From an optimization exercise on the open Yosys and OpenROAD flow, aimed at a short achievable clock period and few clock cycles; shortcuts taken in it are not production practice. In this exercise RTL edits were held to simulation tests only and were not proved equivalent to the original. No activity file was given, so power comes from the tool's default toggle rates.

run 1:
==> flow/design.v (excerpt) <==
module multiPortSdramCtrl
(
	input  logic         CLK,
	input  logic         RESET_N,
	input  logic [33:0]  wrBeat,
	input  logic [103:0] wrCfg,
	input  logic [1:0]   wrClear,
	output logic [1:0]   wrReady,
	input  logic [103:0] rdCfg,
	input  logic [1:0]   rdClear,
	input  logic [1:0]   rdPop,
	output logic [33:0]  rdBeat,
	output logic [31:0]  memCmd,
	output logic [16:0]  memWrBeat,
	input  logic [16:0]  memRdBeat
);
Size: ~350 I/O pins.
==> flow/config.mk <==
export PLATFORM = sky130hd
export DESIGN_NAME = multiPortSdramCtrl
export DESIGN_NICKNAME = multiPortSdramCtrl
export VERILOG_FILES = /design/flow/design.v
export SDC_FILE = /design/flow/constraint.sdc
export NUM_CORES = 4
export LEC_CHECK = 0
export CAP_MARGIN = 20
export CORE_MARGIN = 2
export CORE_UTILIZATION = 60
export CTS_CLUSTER_DIAMETER = 80
export CTS_CLUSTER_SIZE = 30
export PLACE_DENSITY = 0.7
export SLEW_MARGIN = 20
==> flow/constraint.sdc <==
create_clock -name core_clock -period 10.0 [get_ports {CLK}]
set_input_delay 2.0000 -clock core_clock [delete_from_list [all_inputs] [get_ports {CLK}]]
set_output_delay 2.0000 -clock core_clock [all_outputs]
set_load 0.01 [all_outputs]
standard.sh (not shown) runs the stock make flow with config.mk's settings and CLKGATE_MAP_FILE= SYNTH_SCRIPT=/design/flow/synth_recipe.tcl, a recipe that flattens the netlist after the stock synthesis.
==> flow/flow/run.sh <==
#!/bin/bash
set -euo pipefail
cd "$(dirname "$0")/.."
bash standard.sh SETUP_SLACK_MARGIN=6.9 finish > flow_make.log 2>&1
Both conditions hold for run 1: the flow ran to the end and the final layout passed the timing, design-rule and antenna checks.
Testbench counts of run 1, summed over its fixed seeds: cycles 22,296.
What run 2 does differently from run 1 at the input level:
Settings: CORE_UTILIZATION: 60 -> 70; PLACE_DENSITY: 0.7 -> 0.8.
==> flow/flow/run.sh <==
#!/bin/bash
set -euo pipefail
cd "$(dirname "$0")/.."
MARGIN=SETUP_SLACK_MARGIN=6.9
SIZING=MATCH_CELL_FOOTPRINT=0
CTS="CTS_ARGS=-sink_clustering_enable -repair_clock_nets -sink_clustering_size 30 -sink_clustering_max_diameter 80 -apply_ndr full"
bash standard.sh "$MARGIN" "$SIZING" synth floorplan place > flow_place.log 2>&1
RESULTS=$PWD/orfs/results/sky130hd/multiPortSdramCtrl/base openroad -no_init -exit flow/move_outputs.tcl > flow_move_outputs.log 2>&1
bash standard.sh "$MARGIN" "$SIZING" "$CTS" finish > flow_finish.log 2>&1
==> flow/flow/move_outputs.tcl (new file) <==
# Pull each output port's driving chain (output buffer, any inverter or
# buffer before it, and the flip-flop that starts it) next to the port, so
# the register-to-output paths do not cross the die. Then legalize.
set results $::env(RESULTS)
read_db $results/3_place.odb
set block [ord::get_db_block]
set core [$block getCoreArea]
set cx0 [$core xMin]; set cy0 [$core yMin]; set cx1 [$core xMax]; set cy1 [$core yMax]
set margin 4000

proc driver_inst {net} {
  foreach it [$net getITerms] {
    if {[$it isOutputSignal]} { return [$it getInst] }
  }
  return ""
}

set moved 0
foreach bterm [$block getBTerms] {
  if {[$bterm getIoType] ne "OUTPUT"} { continue }
  set net [$bterm getNet]
  if {$net eq "NULL" || $net eq ""} { continue }
  set bb [$bterm getBBox]
  set px [expr {([$bb xMin] + [$bb xMax]) / 2}]
  set py [expr {([$bb yMin] + [$bb yMax]) / 2}]
  # Point just inside the core, toward the pin
  set tx [expr {min(max($px, $cx0 + $margin), $cx1 - $margin)}]
  set ty [expr {min(max($py, $cy0 + $margin), $cy1 - $margin)}]
  set inst [driver_inst $net]
  set chain {}
  while {$inst ne ""} {
    lappend chain $inst
    set mname [[$inst getMaster] getName]
    if {[string match "*df*" $mname]} { break }
    if {[llength $chain] > 4} { break }
    # Single-input cell: follow its input
    set ins {}
    foreach it [$inst getITerms] {
      if {[$it isInputSignal] && [$it getNet] ne "NULL"} { lappend ins $it }
    }
    if {[llength $ins] != 1} { break }
    set inst [driver_inst [[lindex $ins 0] getNet]]
  }
  foreach inst $chain {
    if {[$inst isFixed]} { continue }
    set w [[$inst getMaster] getWidth]
    $inst setLocation [expr {$tx - $w / 2}] $ty
    $inst setPlacementStatus PLACED
    incr moved
  }
}
puts "moved $moved instances"
detailed_placement
check_placement -verbose
write_db $results/3_place.odb
Findings:
- Run 2 vs. run 1: number of antenna violations at the first check in global routing saw an increase, total via count after detailed routing up about 3%.
- Inverter count of the layout excluding clock inverters (run 2 vs. run 1) decreases slightly
- Global-route usage was lower in the run labelled run 1.
- Summary of the comparison: fraction of power consumed by combinational cells is higher in run 2, relative to run 1.
- Reported for run 1 and run 2, logic depth of the worst register-to-register path turned out identical to the last digit.
- When the final numbers for run 1 and run 2 were put side by side, the part of the power in the clock network turned out to be greater in run 1.
- When the final numbers for run 1 and run 2 were put side by side, the flop-to-flop setup slack turned out to be greater in run 1.
Setup changes, run 2 to run 3
Settings: a change of CORE_UTILIZATION from 70 to 60; a change of PLACE_DENSITY from 0.8 to 0.7.
-- flow/flow/run.sh --
<<< run 2, line 5
SIZING=MATCH_CELL_FOOTPRINT=0
>>> run 3, line 5
<<< run 2, line 7
bash standard.sh "$MARGIN" "$SIZING" synth floorplan place > flow_place.log 2>&1
>>> run 3, line 6
bash standard.sh "$MARGIN" synth floorplan place > flow_place.log 2>&1
<<< run 2, line 9
bash standard.sh "$MARGIN" "$SIZING" "$CTS" finish > flow_finish.log 2>&1
>>> run 3, line 8
bash standard.sh "$MARGIN" "$CTS" finish > flow_finish.log 2>&1
[summary]
Diff run 2 -> run 3 | number of setup buffers added after CTS | down by a few percent
Looking at count of clock-buffer cells in the layout across run 3 and run 2, the one that comes out higher is run 2.
Compared with run 2, in run 3 final routed wirelength across all metal layers went down 1.7%; slew of the pin with the lowest slew margin went down 120 ps; simple-gate share of the synthesized area held; global routing met3 resource utilization went down 1.2 points; die area went up about 17%.
Run 3 ended up with wrReady[1] as its termination of the worst setup path; run 2 ended up with wrReady[0].
The timing-limited maximum frequency in run 3 sits 1.1% below the value recorded for run 2.
Modified inputs, run 4 compared to run 3
Settings: CORE_UTILIZATION changed from 60 to 70; PLACE_DENSITY changed from 0.7 to 0.8.
## What came out
Wire length: higher on run 4. Number of multi-input logic gates across run 4 and run 3: no real change. Compared run 4 vs run 3, and post-CTS setup-driven buffer insertion count is down in run 4. The final reports for run 4 and run 3 show area growth from synthesis to layout lower in the former. When run 4 is measured against run 3, its count of clock-buffer cells in the layout turns out 17 higher. Relative to run 3, run 4 improves total power.

afterwards: timing with drivers on the ports:
No port has a modelled driver above. Below, the same layouts with a new extraction and two added sets of constraints. Step 1, drivers: a clkbuf_16 drives CLK and a buf_2 each remaining input, both assumed. Step 2 times the ports against the registers' clock, not the clock port: input delays grow and output delays shrink by t, the midpoint of the rising clock arrivals with the driver on. Slacks: no drivers / after step 1 / after step 2; pairs: no drivers / after step 1.
| run | shift t [ns] | setup slack, ns | worst setup path after step 2 | worst slew at a driven data input, ns |
|---|---|---|---|---|
| run 1 | 0.989 | 6.490 / 6.387 / 5.925 | input to register | 0.13 |
| run 2 | 0.967 | 6.575 / 6.471 / 6.058 | input to register | 0.17 |
| run 3 | 0.974 | 6.538 / 6.438 / 6.022 | input to register | 0.14 |
| run 4 | 0.956 | 6.579 / 6.479 / 5.961 | input to register | 0.21 |
After both steps setup and hold are still met in every run listed. The setup slack of run 4, which loses most, moves by -0.100 ns with the drivers and by -0.618 ns with both steps.
